What follows belongs to an exercise in optimizing a design on an open flow for small area, a short achievable clock period and few clock cycles per item; a production flow would make more cautious choices.
The RTL was checked by simulation tests, not by an equivalence proof against the original design.

--- flow/flow/run.sh ---
#!/bin/bash
# The standard layout (the standard.sh, with its standard synthesis), with the timing repair
# asked to over-fix setup: SETUP_SLACK_MARGIN makes repair_timing aim for slack of that many ns
# at the design's own clock period and constraints, which are left as they are.
set -euo pipefail
export SETUP_SLACK_MARGIN=9.5
bash standard.sh > standard.log 2>&1
--- flow/standard.sh ---
#!/bin/bash
# synth_recipe.tcl (not shown) runs the flow's synth.tcl, then flattens the netlist and writes it again
# the make line also repeats each setting of config.mk as NAME=value (left out here)
make -C /OpenROAD-flow-scripts/flow DESIGN_CONFIG=/design/flow/config.mk WORK_HOME=/design/flow/orfs CLKGATE_MAP_FILE= SYNTH_SCRIPT=/design/flow/synth_recipe.tcl "${@:-finish}"
--- flow/config.mk ---
export PLATFORM = sky130hd
export DESIGN_NAME = gamepad_velocity_command_mapper_top
export DESIGN_NICKNAME = gamepad_velocity_command_mapper_top
export VERILOG_FILES = /design/flow/design.v
export SDC_FILE = /design/flow/constraint.sdc
export NUM_CORES = 4
export LEC_CHECK = 0
export CAP_MARGIN = 20
export CORE_MARGIN = 2
export CORE_UTILIZATION = 55
export SLEW_MARGIN = 20
--- flow/constraint.sdc ---
create_clock -name core_clock -period 14.0 [get_ports {clk}]
set_input_delay 2.8000 -clock core_clock [delete_from_list [all_inputs] [get_ports {clk}]]
set_output_delay 2.8000 -clock core_clock [all_outputs]
set_load 0.01 [all_outputs]
--- flow/design.v ---
package gvcm_pkg;
    localparam int DZ_W       = 17;
    localparam int IN_DATA_W  = 112;
    localparam int OUT_DATA_W = 72;
    localparam int CORDIC_STEPS = 18;
    localparam int XW = 30;
    localparam int AW = 23;
    function automatic logic [AW-1:0] atan_step(input int i);
        logic [AW-1:0] r;
        begin
            case (i)
                0:       r = AW'(2097152);
                1:       r = AW'(1238021);
                2:       r = AW'(654136);
                3:       r = AW'(332050);
                4:       r = AW'(166669);
                5:       r = AW'(83416);
                6:       r = AW'(41718);
                7:       r = AW'(20860);
                8:       r = AW'(10430);
                9:       r = AW'(5215);
                10:      r = AW'(2608);
                11:      r = AW'(1304);
                12:      r = AW'(652);
                13:      r = AW'(326);
                14:      r = AW'(163);
                15:      r = AW'(81);
                16:      r = AW'(41);
                17:      r = AW'(20);
                default: r = '0;
            endcase
            atan_step = r;
        end
    endfunction
    function automatic int ang_width(input int i);
        int r;
        begin
            case (i)
                0, 1, 2: r = 22;
                default: r = 24 - i;
            endcase
            ang_width = r;
        end
    endfunction
endpackage
module gvcm_add #(
    parameter int W = 30
) (
    input  logic [W-1:0] a,
    input  logic [W-1:0] b,
    input  logic         cin,
    output logic [W-1:0] s,
    output logic         cout
);
    function automatic int levels(input int n);
        int r;
        begin
            r = 0;
            while ((1 << r) <= n)
                r = r + 1;
            levels = r;
        end
    endfunction
    localparam int L = levels(W);
    logic [W:0] g [0:L];
    logic [W:0] p [0:L];
    always_comb
    begin
        g[0][0] = cin;
        p[0][0] = 1'b0;
        for (int i = 0; i < W; i++)
        begin
            g[0][i+1] = a[i] & b[i];
            p[0][i+1] = a[i] ^ b[i];
        end
        for (int l = 0; l < L; l++)
        begin
            for (int i = 0; i <= W; i++)
            begin
                if (((i >> l) & 1) != 0)
                begin
                    g[l+1][i] = g[l][i] | (p[l][i] & g[l][((i >> l) << l) - 1]);
                    p[l+1][i] = p[l][i] & p[l][((i >> l) << l) - 1];
                end
                else
                begin
                    g[l+1][i] = g[l][i];
                    p[l+1][i] = p[l][i];
                end
            end
        end
        for (int i = 0; i < W; i++)
            s[i] = a[i] ^ b[i] ^ g[L][i];
        cout = g[L][W];
    end
endmodule
module gvcm_csa_tree #(
    parameter int N = 3,
    parameter int W = 30
) (
    input  logic [N*W-1:0] rows,
    output logic [W-1:0]   s,
    output logic [W-1:0]   c
);
    logic [(3*N+1)*W-1:0] t;
    always_comb
    begin
        t = '0;
        t[N*W-1:0] = rows;
        for (int j = 0; j < N - 2; j++)
        begin
            t[(N + 2*j)*W +: W]     = t[(3*j)*W +: W] ^ t[(3*j+1)*W +: W] ^ t[(3*j+2)*W +: W];
            t[(N + 2*j + 1)*W +: W] = {((t[(3*j)*W +: W] & t[(3*j+1)*W +: W]) |
                                        (t[(3*j)*W +: W] & t[(3*j+2)*W +: W]) |
                                        (t[(3*j+1)*W +: W] & t[(3*j+2)*W +: W])), 1'b0};
        end
        s = t[(3*N-6)*W +: W];
        c = t[(3*N-5)*W +: W];
    end
endmodule
module gamepad_velocity_command_mapper_top (
    input  logic                               clk,
    input  logic                               rst_n,
    input  logic                               cfg_wr_en,
    input  logic [gvcm_pkg::DZ_W-1:0]          cfg_wr_data,
    input  logic                               s_tvalid,
    output logic                               s_tready,
    input  logic [gvcm_pkg::IN_DATA_W-1:0]     s_tdata,
    input  logic                               s_tuser,
    output logic                               m_tvalid,
    input  logic                               m_tready,
    output logic [gvcm_pkg::OUT_DATA_W-1:0]    m_tdata,
    output logic                               m_tuser
);
    localparam int XW = gvcm_pkg::XW;
    localparam int AW = gvcm_pkg::AW;
    localparam int NS = gvcm_pkg::CORDIC_STEPS;
    localparam int SB = 1 + 1 + 4 + 5 + 17 + 17;
    logic        en_q;
    logic        h_v, k_v;
    logic [16:0] th_q;
    logic [3:0]  spd_q;
    logic        rel_q;
    logic [5:0]  pbtn_q;
    logic        fly_q;
    logic        nr_q;
    logic [15:0] hd_q;
    logic [15:0] bs_q;
    logic        acc, acc_rep, acc_nav;
    logic [5:0]  in_btn, rise;
    logic [3:0]  in_fstate;
    logic [15:0] in_heading;
    logic [3:0]  spd_up, spd_new;
    logic        rel_new;
    logic        trim_ok;
    logic [4:0]  req;    
    assign s_tready   = !k_v;
    assign acc        = s_tvalid && en_q;
    assign acc_rep    = acc && !s_tuser;
    assign acc_nav    = acc && s_tuser;
    assign in_btn     = s_tdata[85:80];
    assign in_fstate  = s_tdata[89:86];
    assign in_heading = s_tdata[105:90];
    always_comb
    begin
        rise    = in_btn & ~pbtn_q;
        spd_up  = (rise[4] && (spd_q < 4'd10)) ? spd_q + 4'd1 : spd_q;
        if (rise[5])
            spd_new = (spd_up > 4'd1) ? spd_up - 4'd1 : 4'd1;
        else
            spd_new = spd_up;
        rel_new = rel_q ^ rise[3];
        trim_ok = rise[1] && !fly_q && !nr_q;
        req[0]  = (rise[0] && nr_q) || (rise[1] && !fly_q && nr_q);
        req[1]  = rise[0] && !nr_q && !fly_q;
        req[2]  = rise[0] && !nr_q && fly_q;
        req[3]  = trim_ok;
        req[4]  = rise[2];
    end
    always_ff @(posedge clk or negedge rst_n)
    begin
        if (!rst_n)
        begin
            th_q   <= '0;
            spd_q  <= 4'd5;
            rel_q  <= 1'b0;
            pbtn_q <= '0;
            fly_q  <= 1'b0;
            nr_q   <= 1'b1;
            hd_q   <= '0;
            bs_q   <= '0;
        end
        else
        begin
            if (cfg_wr_en)
                th_q <= cfg_wr_data;
            if (acc_nav)
            begin
                fly_q <= (in_fstate >= 4'd3) && (in_fstate <= 4'd8);
                nr_q  <= (in_fstate <= 4'd1);
                hd_q  <= in_heading;
            end
            if (acc_rep)
            begin
                pbtn_q <= in_btn;
                rel_q  <= rel_new;
                spd_q  <= spd_new;
                if (trim_ok)
                    bs_q <= hd_q;
            end
        end
    end
    logic        a_v;
    logic        a_fly, a_rot;
    logic [3:0]  a_spd;
    logic [4:0]  a_req;
    logic [16:0] a_th;
    logic [15:0] a_x, a_y, a_up, a_dn, a_yw;
    logic [15:0] a_ang;
    always_ff @(posedge clk or negedge rst_n)
    begin
        if (!rst_n)
            a_v <= 1'b0;
        else if (en_q)
            a_v <= acc_rep;
    end
    always_ff @(posedge clk)
    begin
        if (en_q)
        begin
            a_fly <= fly_q;
            a_rot <= fly_q && rel_new;
            a_spd <= spd_new;
            a_req <= req;
            a_th  <= th_q;
            a_x   <= s_tdata[15:0];
            a_y   <= s_tdata[31:16];
            a_up  <= s_tdata[47:32];
            a_dn  <= s_tdata[63:48];
            a_yw  <= s_tdata[79:64];
            a_ang <= hd_q - bs_q;
        end
    end
    function automatic logic signed [16:0] dz17(input logic signed [16:0] v,
                                                input logic [16:0] th,
                                                input logic fly);
        logic        is_small;
        logic [17:0] sum;
        begin
            sum   = {v[16], v} + {1'b0, th};
            is_small = v[16] ? (!sum[17] && (sum[16:0] != 17'd0)) : ({1'b0, v[15:0]} < th);
            dz17  = (is_small || !fly) ? 17'sd0 : v;
        end
    endfunction
    logic signed [16:0] dx, dy, dzv, dw;
    logic [1:0]         quad;
    logic               swp, ngx, ngy;
    always_comb
    begin
        dx  = dz17({a_x[15], a_x}, a_th, a_fly);
        dy  = dz17({a_y[15], a_y}, a_th, a_fly);
        dzv = dz17({a_dn[15], a_dn} - {a_up[15], a_up}, a_th, a_fly);
        dw  = dz17({a_yw[15], a_yw}, a_th, a_fly);
        quad = a_ang[15:14] + {1'b0, a_ang[13]};
        swp  = a_rot && quad[0];
        ngx  = a_rot && quad[1];
        ngy  = a_rot && (quad[1] ^ quad[0]);
    end
    logic                b_v;
    logic signed [16:0]  b_x, b_y;
    logic                b_nx, b_ny;
    logic [13:0]         b_ang;
    logic [SB-1:0]       b_sb;
    always_ff @(posedge clk or negedge rst_n)
    begin
        if (!rst_n)
            b_v <= 1'b0;
        else if (en_q)
            b_v <= a_v;
    end
    always_ff @(posedge clk)
    begin
        if (en_q)
        begin
            b_x   <= swp ? dy : dx;
            b_y   <= swp ? dx : dy;
            b_nx  <= ngx;
            b_ny  <= ngy;
            b_ang <= a_ang[13:0];
            b_sb  <= {a_fly, a_rot, a_spd, a_req, dzv, dw};
        end
    end
    logic               c0_rot, c0_d;
    logic               sgn_xy, sgn_yx;
    logic [17:0]        c0_xx, c0_xy, c0_yy, c0_yx;
    logic [17:0]        c0_xs, c0_xc, c0_ys, c0_yc;
    logic [17:0]        x1, y1;
    logic signed [AW-1:0] a0, a1;
    always_comb
    begin
        c0_rot = b_sb[SB-2];
        c0_d   = !b_ang[13];
        sgn_xy = b_ny ^ !c0_d;
        sgn_yx = b_nx ^ c0_d;
        c0_xx  = {b_x[16], b_x} ^ {18{b_nx}};
        c0_yy  = {b_y[16], b_y} ^ {18{b_ny}};
        c0_xy  = c0_rot ? ({b_y[16], b_y} ^ {18{sgn_xy}}) : 18'd0;
        c0_yx  = c0_rot ? ({b_x[16], b_x} ^ {18{sgn_yx}}) : 18'd0;
        a0     = {b_ang[13], b_ang, 8'b0};
        a1     = c0_d ? a0 - $signed(gvcm_pkg::atan_step(0)) : a0 + $signed(gvcm_pkg::atan_step(0));
    end
    gvcm_csa_tree #(.N(3), .W(18)) u_c0x (
        .rows({c0_xx, c0_xy, 18'({1'b0, c0_rot & sgn_xy} + {1'b0, b_nx})}),
        .s(c0_xs), .c(c0_xc));
    gvcm_csa_tree #(.N(3), .W(18)) u_c0y (
        .rows({c0_yy, c0_yx, 18'({1'b0, c0_rot & sgn_yx} + {1'b0, b_ny})}),
        .s(c0_ys), .c(c0_yc));
    gvcm_add #(.W(18)) u_c0xa (.a(c0_xs), .b(c0_xc), .cin(1'b0), .s(x1), .cout());
    gvcm_add #(.W(18)) u_c0ya (.a(c0_ys), .b(c0_yc), .cin(1'b0), .s(y1), .cout());
    logic                 c1_v;
    logic signed [17:0]   c1_x, c1_y;
    logic [21:0]          c1_a;
    logic [SB-1:0]        c1_sb;
    always_ff @(posedge clk or negedge rst_n)
    begin
        if (!rst_n)
            c1_v <= 1'b0;
        else if (en_q)
            c1_v <= b_v;
    end
    always_ff @(posedge clk)
    begin
        if (en_q)
        begin
            c1_x  <= x1;
            c1_y  <= y1;
            c1_a  <= a1[21:0];
            c1_sb <= b_sb;
        end
    end
    logic signed [XW-1:0] cx [1:NS];
    logic signed [XW-1:0] cy [1:NS];
    logic signed [AW-1:0] ca [1:NS];
    logic [SB-1:0]        cs [1:NS];
    logic                 cv [1:NS];
    assign cx[1] = {c1_x, 12'b0};
    assign cy[1] = {c1_y, 12'b0};
    assign ca[1] = AW'($signed(c1_a));
    assign cs[1] = c1_sb;
    assign cv[1] = c1_v;
    genvar gi;
    generate
        for (gi = 1; gi < NS; gi++)
        begin : g_step
            localparam int NAW = (gi + 1 < NS) ? gvcm_pkg::ang_width(gi + 1) : 1;
            logic signed [XW-1:0]  hx, hy, sx, sy, nx, ny;
            logic signed [AW-1:0]  na;
            logic                  rot, neg;
            logic signed [XW-1:0]  rx_q, ry_q;
            logic signed [NAW-1:0] ra_q;
            logic [SB-1:0]         rs_q;
            logic                  rv_q;
            assign rot = cs[gi][SB-2];
            assign neg = ca[gi][AW-1];
            assign hx  = cx[gi] >>> gi;
            assign hy  = cy[gi] >>> gi;
            assign sx  = rot ? hx : '0;
            assign sy  = rot ? hy : '0;
            gvcm_add #(.W(XW)) u_x (.a(cx[gi]), .b(sy ^ {XW{neg}}), .cin(neg), .s(nx), .cout());
            gvcm_add #(.W(XW)) u_y (.a(cy[gi]), .b(sx ^ {XW{!neg}}), .cin(!neg), .s(ny), .cout());
            gvcm_add #(.W(AW)) u_a (.a(ca[gi]), .b(gvcm_pkg::atan_step(gi) ^ {AW{!neg}}),
                                    .cin(!neg), .s(na), .cout());
            always_ff @(posedge clk or negedge rst_n)
            begin
                if (!rst_n)
                    rv_q <= 1'b0;
                else if (en_q)
                    rv_q <= cv[gi];
            end
            always_ff @(posedge clk)
            begin
                if (en_q)
                begin
                    rx_q <= nx;
                    ry_q <= ny;
                    ra_q <= na[NAW-1:0];
                    rs_q <= cs[gi];
                end
            end
            assign cx[gi+1] = rx_q;
            assign cy[gi+1] = ry_q;
            assign ca[gi+1] = AW'(ra_q);
            assign cs[gi+1] = rs_q;
            assign cv[gi+1] = rv_q;
        end
    endgenerate
    localparam logic [59:0] GAIN_K = 60'h0adb576ac12404a0;
    logic                 g1_v;
    logic [XW-1:0]        g1_xs, g1_xc, g1_ys, g1_yc;
    logic                 g1_xk, g1_yk;
    logic [SB-1:0]        g1_sb;
    logic [13*60-1:0]     gx_rows, gy_rows;
    logic [59:0]          gx_s, gx_c, gy_s, gy_c;
    logic                 gx_k, gy_k;
    function automatic logic [13*60-1:0] gain_rows(input logic [XW-1:0] v);
        logic [XW-1:0]     u, n;
        logic [13*60-1:0]  r;
        begin
            u = v ^ (XW'(1) << (XW - 1));
            n = ~u;
            r[0*60 +: 60] = 60'(u) << 1;
            r[1*60 +: 60] = 60'(u) << 3;
            r[2*60 +: 60] = 60'(n) << 5;
            r[3*60 +: 60] = 60'(n) << 7;
            r[4*60 +: 60] = 60'(n) << 10;
            r[5*60 +: 60] = 60'(u) << 14;
            r[6*60 +: 60] = 60'(u) << 16;
            r[7*60 +: 60] = 60'(n) << 18;
            r[8*60 +: 60] = 60'(n) << 21;
            r[9*60 +: 60] = 60'(n) << 24;
            r[10*60 +: 60] = 60'(u) << 27;
            r[11*60 +: 60] = 60'(u) << 29;
            r[12*60 +: 60] = GAIN_K;
            gain_rows = r;
        end
    endfunction
    assign gx_rows = gain_rows(cx[NS]);
    assign gy_rows = gain_rows(cy[NS]);
    gvcm_csa_tree #(.N(13), .W(60)) u_gx (.rows(gx_rows), .s(gx_s), .c(gx_c));
    gvcm_csa_tree #(.N(13), .W(60)) u_gy (.rows(gy_rows), .s(gy_s), .c(gy_c));
    gvcm_add #(.W(30)) u_gxk (.a(gx_s[29:0]), .b(gx_c[29:0]), .cin(1'b0), .s(), .cout(gx_k));
    gvcm_add #(.W(30)) u_gyk (.a(gy_s[29:0]), .b(gy_c[29:0]), .cin(1'b0), .s(), .cout(gy_k));
    always_ff @(posedge clk or negedge rst_n)
    begin
        if (!rst_n)
            g1_v <= 1'b0;
        else if (en_q)
            g1_v <= cv[NS];
    end
    always_ff @(posedge clk)
    begin
        if (en_q)
        begin
            if (cs[NS][SB-2])
            begin
                g1_xs <= gx_s[59:30];
                g1_xc <= gx_c[59:30];
                g1_xk <= gx_k;
                g1_ys <= gy_s[59:30];
                g1_yc <= gy_c[59:30];
                g1_yk <= gy_k;
            end
            else
            begin
                g1_xs <= cx[NS];
                g1_xc <= '0;
                g1_xk <= 1'b0;
                g1_ys <= cy[NS];
                g1_yc <= '0;
                g1_yk <= 1'b0;
            end
            g1_sb <= cs[NS];
        end
    end
    logic                 g_v;
    logic signed [XW-1:0] g_x, g_y;
    logic [SB-1:0]        g_sb;
    logic [XW-1:0]        g2_x, g2_y;
    gvcm_add #(.W(XW)) u_g2x (.a(g1_xs), .b(g1_xc), .cin(g1_xk), .s(g2_x), .cout());
    gvcm_add #(.W(XW)) u_g2y (.a(g1_ys), .b(g1_yc), .cin(g1_yk), .s(g2_y), .cout());
    always_ff @(posedge clk or negedge rst_n)
    begin
        if (!rst_n)
            g_v <= 1'b0;
        else if (en_q)
            g_v <= g1_v;
    end
    always_ff @(posedge clk)
    begin
        if (en_q)
        begin
            g_x  <= g2_x;
            g_y  <= g2_y;
            g_sb <= g1_sb;
        end
    end
    logic [3:0]  g_spd;
    logic        g_sx, g_sy, g_sz, g_sw;
    logic signed [16:0] g_z, g_w;
    logic [5*33-1:0] sx_rows, sy_rows;
    logic [5*21-1:0] sz_rows, sw_rows;
    logic [32:0] px_s, px_c, py_s, py_c, px, py;
    logic [20:0] pz_s, pz_c, pw_s, pw_c, pz, pw;
    function automatic logic [5*33-1:0] spd_rows33(input logic [28:0] m, input logic sg,
                                                    input logic [3:0] s);
        logic [5*33-1:0] r;
        begin
            for (int j = 0; j < 4; j++)
                r[j*33 +: 33] = 33'(m & {29{s[j]}}) << j;
            r[4*33 +: 33] = sg ? 33'(s) : 33'd0;
            spd_rows33 = r;
        end
    endfunction
    function automatic logic [5*21-1:0] spd_rows21(input logic [15:0] m, input logic sg,
                                                    input logic [3:0] s);
        logic [5*21-1:0] r;
        begin
            for (int j = 0; j < 4; j++)
                r[j*21 +: 21] = 21'(m & {16{s[j]}}) << j;
            r[4*21 +: 21] = sg ? 21'(s) : 21'd0;
            spd_rows21 = r;
        end
    endfunction
    always_comb
    begin
        g_spd = g_sb[SB-3 -: 4];
        g_z   = g_sb[33:17];
        g_w   = g_sb[16:0];
        g_sx  = g_x[XW-1];
        g_sy  = g_y[XW-1];
        g_sz  = g_z[16];
        g_sw  = g_w[16];
        sx_rows = spd_rows33(g_x[XW-2:0] ^ {(XW-1){g_sx}}, g_sx, g_spd);
        sy_rows = spd_rows33(g_y[XW-2:0] ^ {(XW-1){g_sy}}, g_sy, g_spd);
        sz_rows = spd_rows21(g_z[15:0] ^ {16{g_sz}}, g_sz, g_spd);
        sw_rows = spd_rows21(g_w[15:0] ^ {16{g_sw}}, g_sw, g_spd);
    end
    gvcm_csa_tree #(.N(5), .W(33)) u_sx (.rows(sx_rows), .s(px_s), .c(px_c));
    gvcm_csa_tree #(.N(5), .W(33)) u_sy (.rows(sy_rows), .s(py_s), .c(py_c));
    gvcm_csa_tree #(.N(5), .W(21)) u_sz (.rows(sz_rows), .s(pz_s), .c(pz_c));
    gvcm_csa_tree #(.N(5), .W(21)) u_sw (.rows(sw_rows), .s(pw_s), .c(pw_c));
    gvcm_add #(.W(33)) u_pxa (.a(px_s), .b(px_c), .cin(1'b0), .s(px), .cout());
    gvcm_add #(.W(33)) u_pya (.a(py_s), .b(py_c), .cin(1'b0), .s(py), .cout());
    gvcm_add #(.W(21)) u_pza (.a(pz_s), .b(pz_c), .cin(1'b0), .s(pz), .cout());
    gvcm_add #(.W(21)) u_pwa (.a(pw_s), .b(pw_c), .cin(1'b0), .s(pw), .cout());
    logic        p_v;
    logic [19:0] p_x, p_y, p_z, p_w;
    logic [3:0]  p_s;
    logic        p_fly;
    logic [4:0]  p_req;
    always_ff @(posedge clk or negedge rst_n)
    begin
        if (!rst_n)
            p_v <= 1'b0;
        else if (en_q)
            p_v <= g_v;
    end
    always_ff @(posedge clk)
    begin
        if (en_q)
        begin
            p_x   <= px[31:12];
            p_y   <= py[31:12];
            p_z   <= pz[19:0];
            p_w   <= pw[19:0];
            p_s   <= {g_sw, g_sz, g_sy, g_sx};
            p_fly <= g_sb[SB-1];
            p_req <= g_sb[SB-7 -: 5];
        end
    end
    logic        t_v;
    logic [20:0] t_x, t_y, t_z, t_w;
    logic [20:0] h3_x, h3_y, h3_z, h3_w;
    logic [3:0]  t_s;
    logic        t_fly;
    logic [4:0]  t_req;
    gvcm_add #(.W(21)) u_h3x (.a({1'b0, p_x}), .b({p_x, 1'b0}), .cin(1'b0), .s(h3_x), .cout());
    gvcm_add #(.W(21)) u_h3y (.a({1'b0, p_y}), .b({p_y, 1'b0}), .cin(1'b0), .s(h3_y), .cout());
    gvcm_add #(.W(21)) u_h3z (.a({1'b0, p_z}), .b({p_z, 1'b0}), .cin(1'b0), .s(h3_z), .cout());
    gvcm_add #(.W(21)) u_h3w (.a({1'b0, p_w}), .b({p_w, 1'b0}), .cin(1'b0), .s(h3_w), .cout());
    always_ff @(posedge clk or negedge rst_n)
    begin
        if (!rst_n)
            t_v <= 1'b0;
        else if (en_q)
            t_v <= p_v;
    end
    always_ff @(posedge clk)
    begin
        if (en_q)
        begin
            t_x   <= h3_x;
            t_y   <= h3_y;
            t_z   <= h3_z;
            t_w   <= h3_w;
            t_s   <= p_s;
            t_fly <= p_fly;
            t_req <= p_req;
        end
    end
    function automatic logic [6*42-1:0] div_rows(input logic [20:0] h3, input logic sg);
        logic [20:0]      hx;
        logic [6*42-1:0]  r;
        begin
            hx   = h3 ^ {21{sg}};
            r[0*42 +: 42] = {{21{sg}}, hx};
            r[1*42 +: 42] = {{21{sg}}, hx} << 4;
            r[2*42 +: 42] = {{21{sg}}, hx} << 8;
            r[3*42 +: 42] = {{21{sg}}, hx} << 12;
            r[4*42 +: 42] = {{21{sg}}, hx} << 16;
            r[5*42 +: 42] = sg ? 42'(69905 - 131072 + 2097151) : 42'd131072;
            div_rows = r;
        end
    endfunction
    logic [6*42-1:0] dx_rows, dy_rows, dz_rows, dw_rows;
    logic [41:0]      qx_s, qx_c, qy_s, qy_c, qz_s, qz_c, qw_s, qw_c;
    logic [41:0]      qx_t, qy_t, qz_t, qw_t;
    assign dx_rows = div_rows(t_x, t_s[0]);
    assign dy_rows = div_rows(t_y, t_s[1]);
    assign dz_rows = div_rows(t_z, t_s[2]);
    assign dw_rows = div_rows(t_w, t_s[3]);
    gvcm_csa_tree #(.N(6), .W(42)) u_dx (.rows(dx_rows), .s(qx_s), .c(qx_c));
    gvcm_csa_tree #(.N(6), .W(42)) u_dy (.rows(dy_rows), .s(qy_s), .c(qy_c));
    gvcm_csa_tree #(.N(6), .W(42)) u_dz (.rows(dz_rows), .s(qz_s), .c(qz_c));
    gvcm_csa_tree #(.N(6), .W(42)) u_dw (.rows(dw_rows), .s(qw_s), .c(qw_c));
    gvcm_add #(.W(42)) u_qx (.a(qx_s), .b(qx_c), .cin(1'b0), .s(qx_t), .cout());
    gvcm_add #(.W(42)) u_qy (.a(qy_s), .b(qy_c), .cin(1'b0), .s(qy_t), .cout());
    gvcm_add #(.W(42)) u_qz (.a(qz_s), .b(qz_c), .cin(1'b0), .s(qz_t), .cout());
    gvcm_add #(.W(42)) u_qw (.a(qw_s), .b(qw_c), .cin(1'b0), .s(qw_t), .cout());
    logic [71:0] res_data;
    logic        res_user;
    always_comb
    begin
        res_data = {t_req[4], t_req[3], t_req[2], t_req[1], t_req[0],
                    qw_t[21 +: 16], qz_t[21 +: 17], qy_t[21 +: 17], qx_t[21 +: 17]};
        res_user = t_fly;
    end
    logic [71:0] h_data, k_data;
    logic        h_user, k_user;
    logic        take, res_in, h_keep;
    logic        h_v_n, k_v_n;
    always_comb
    begin
        take   = h_v && m_tready;
        res_in = en_q && t_v;
        h_keep = h_v && !take;
        if (h_keep)
        begin
            h_v_n = 1'b1;
            k_v_n = k_v || res_in;
        end
        else if (k_v)
        begin
            h_v_n = 1'b1;
            k_v_n = res_in;
        end
        else
        begin
            h_v_n = res_in;
            k_v_n = 1'b0;
        end
    end
    always_ff @(posedge clk or negedge rst_n)
    begin
        if (!rst_n)
        begin
            h_v  <= 1'b0;
            k_v  <= 1'b0;
            en_q <= 1'b1;
        end
        else
        begin
            h_v  <= h_v_n;
            k_v  <= k_v_n;
            en_q <= !(h_v_n && k_v_n);
        end
    end
    always_ff @(posedge clk)
    begin
        if (!h_keep)
        begin
            h_data <= k_v ? k_data : res_data;
            h_user <= k_v ? k_user : res_user;
        end
        if (res_in && (h_keep || k_v))
        begin
            k_data <= res_data;
            k_user <= res_user;
        end
    end
    assign m_tvalid = h_v;
    assign m_tdata  = h_data;
    assign m_tuser  = h_user;
endmodule
==> results.toml <==
[run_status]
status = "complete, no violations"

[cts]
cts_tree = "done"
ctsRootBufferMaster = "clkbuf_16"
numClockSinks = 2928
cts.clk_slew.worst_paths_ps = 60
clkLatencyLatePin_ps = 940
cts.path.max_buffers = 4
cts_buffers = 328
htree_levels = 5

[worst_setup_path]
cp_num_buf_inv = 7
critPathSlowestCell = "fa_1"
crit_end = "h_data[50]"
crit_type = "reg2reg"
cp_max_fo = 7
worstPathArrival_ps = 5860
rrSetupSlack_ps = 8840
crit_path_max_incr_delay_ps = 550
startpoint = "t_s[2]"
cpLargestDelayFamily = "adder cells"
crit_cells = 21
timing.rr.start = "t_s[2]"
startpoint_type = "flip-flop"
r2r_cells = 21
crit_top_cell = "fa_1"
r2r_end = "h_data[50]"
crit_chain = "buf_6 > buf_12 > buf_8 > xor2_4 > fa_1 > fa_1 > inv_2 > fa_1 > inv_2 > ha_4 > nand4_1 > buf_4 > a21oi_4 > a2111o_1 > a21oi_4 > buf_6 > o31ai_4 > o221ai_2 > o21ba_4 > xnor2_2 > mux2_2"
cp.required_ps = 14690
cp-end-kind = "flip-flop"

[logic_synthesis]
synthFlopType = "edfxtp_1"
synthMuxAreaShare_pct = 0.891
synth_area_leader_cell = "edfxtp_1"
synth-async-reset-ratio_pct = 3.04
synth-simple-area-share_pct = 8.64
synth_nets = 19982
synth_area_sq_um = 199000
synth_top_area_share_pct = 42.9
synth-compound-area-share_pct = 8.21
synth.distinct_cells = 93
yosys.area_share.xor_xnor_pct = 9.35
seq_area_frac_synth_pct = 44.0
yosys_warnings = 34
syn_inst = 16503
synth_adder_area_share_pct = 25.2
synth_top_family_by_area = "adder cells"
synth_edf_count = 2839
synth.area.top_cells = "edfxtp_1, ha_1, fa_1, xnor2_1, inv_1"
synth-seq-cells = 2928
syn_area_per_cell_sq_um = 12.0

[sta]
fin_crit_sh_pct = 36.9
fin_hold_ws_ps = 374
report.final.slew_viol_count = 0
setup_violations = 0
fmax_mhz = 194
max_slew_margin_pct = 24.7
fin_crit_ps = 5160
hold_violations = 0
max_slew.worst_pin.slew_ps = 1130
clock_skew_ps = 64.8
setup-tns-final_ps = 0
grt_setup_unrepaired = "yes"

[die]
start_util_pct = 55.3
fp.dieW_um = 605
rows = 220
core_area_sq_um = 359000
ios = 210
fp.dieH_um = 605
dieArea_sq_um = 366000

[min_path]
hp-start = "g_step[7].rs_q[22]"
holdCritPathClass = "reg2reg"

[drt]
dr_wl_met3_um = 14600
vias = 120065
route.detailed.wl_per_inst_um = 18.7
drt_iter0_markers = 6318
finalWirelength_um = 420000
antenna_left = 0
met1Wirelength_um = 182000
highest_layer = "met5"
drc = 0
via_per_inst = 5.36
first_pass_iters = 7
met2_length_um = 211000

[global_route]
first_global_vias = 121484
gr-total-overflow = 0
antenna_found_initial = 7
grt_pass1_wl_um = 664000
grt_usage_pct = 22.9
grt_start_max_net_pins = 185

[finish]
postLayoutCoreUtil_pct = 63.2
syn2layout_area_growth_pct = 14.3
nNetsFinal = 20842
final_cell_mix = "edfxtp_1, ha_1, inv_1, xnor2_1, nand2_1"
final_common_cell = "edfxtp_1"
drive_above_1_share_pct = 11.3

[placed_design]
port_buffers = 203
hpwlAfterDp_um = 303000
routabilityCongestion = 0.884

[flow_run]
maxCapViolCount = 0
## synth_stat cells, types with 85 or more instances
| master | count |
|---|---|
| edfxtp_1 | 2839 |
| nand3_1 | 190 |
| inv_1 | 1626 |
| fa_1 | 1089 |
| nand2b_1 | 118 |
| dfrtp_1 | 85 |
| xnor2_1 | 1458 |
| xor2_1 | 662 |
| o21ai_0 | 440 |
| nor2b_1 | 204 |
| clkbuf_1 | 213 |
| o21a_1 | 188 |
| and2_1 | 513 |
| o21bai_1 | 97 |
| ha_1 | 2255 |
| nor3_1 | 205 |
| nor2_1 | 765 |
| a21o_1 | 361 |
| nand4_1 | 88 |
| nand2_1 | 1151 |
| mux2_2 | 143 |
| a21oi_1 | 663 |
## through the flow
step | setup slack [ps] | std cells | area, sq um
after floorplan | -4190 | 16503 | 199000
after global placement | 7630 | 21301 | 207000
after detailed placement | 7540 | 21301 | 207000
after CTS | 8840 | 22309 | 225000
after global routing | 8670 | 22410 | 227000
final | 8840 | 22410 | 227000
## flip-flops by register name (all words and copies together) (netlist names), 43 cells and up
| name | flops |
|---|---|
| k_data | 72 |
| g_step.rs_q | 748 |
| h_data | 72 |
| g_sb | 43 |
| b_sb | 44 |
| g_step.ry_q | 482 |
| g_step.rx_q | 482 |
| g_step.ra_q | 219 |
| c1_sb | 44 |
| g1_sb | 43 |
## routing by layer
layer	vias to the layer above	GRT usage [%]
li1	59408	-
met1	58276	29.7
met2	1751	40.3
met3	628	2.77
met4	2	6.76
met5	-	0
## logic make-up (layout without fill, tap and decap cells)
group	after synthesis	count (layout)
AOI/OAI and AO/OA	2453	2453
xor gates and xnor gates	2120	2120
adders and majority gates	3344	3344
buffers and inverters	1943	3076
DFF	2928	2928
muxes	159	159
other	1	2
and+or+nand+nor	3555	3555
## how the worst min path moves through the flow
stage,to,slack (ps),cells after the start
global placement,g_step[17].rs_q[32],400,0
detailed placement,c1_sb[10],400,0
finish,g_step[8].rs_q[22],370,0
global route,g_step[9].rs_q[33],370,0
floorplan,b_ang[0],400,0
CTS,g_step[9].rs_q[33],360,0
## area by class of cell
cell class                 count  area (sq um)
inverter                    1644          6380
sequential                  2928         87500
antenna                        1          2.50
fill                       28315        132000
clock inverter               207          2060
multi-input combinational  11632        108000
clock buffer                 396          8530
timing repair buffer         828          8140
tap                         4773          5970
timing repair inverter         1          6.26
## repair_timing
action | 4_1_cts | 5_1_grt
pin swaps | 331 | 200
hold endpoints to repair | 0 | 0
hold buffers | 0 | 0
setup buffers | 378 | 97
gates cloned | 27 | 3
gates resized for setup | 877 | 299
endpoints found under the setup margin | 1137 | 914
Testbench counts, summed over its fixed seeds: cycles 3,110, items 2,400.

afterwards: timing with drivers on the ports:
In the flow no input, the clock included, has a driving cell. The finished layout below was timed again as built, in two steps. Step 1, drivers: a clkbuf_16 drives clk and a buf_2 each remaining input, both assumed. Step 2 moves the port delays by t, midway between the first and last clock arrival at a register: inputs arrive t later, outputs are due t later. That takes back most of the time a late clock gives input paths. Three values: ideal, step 1, step 2; two values: the first two.
shift t [ns]: 1.015
setup slack, ns: 8.838 / 8.838 / 8.669
worst register clock-pin slew, ns: 0.07 / 0.07
worst data-port slew with drivers (ns): 0.10
After both steps this run still meets setup and hold. The setup slack of this run moves by 0.000 ns with the drivers and by -0.169 ns with both steps.
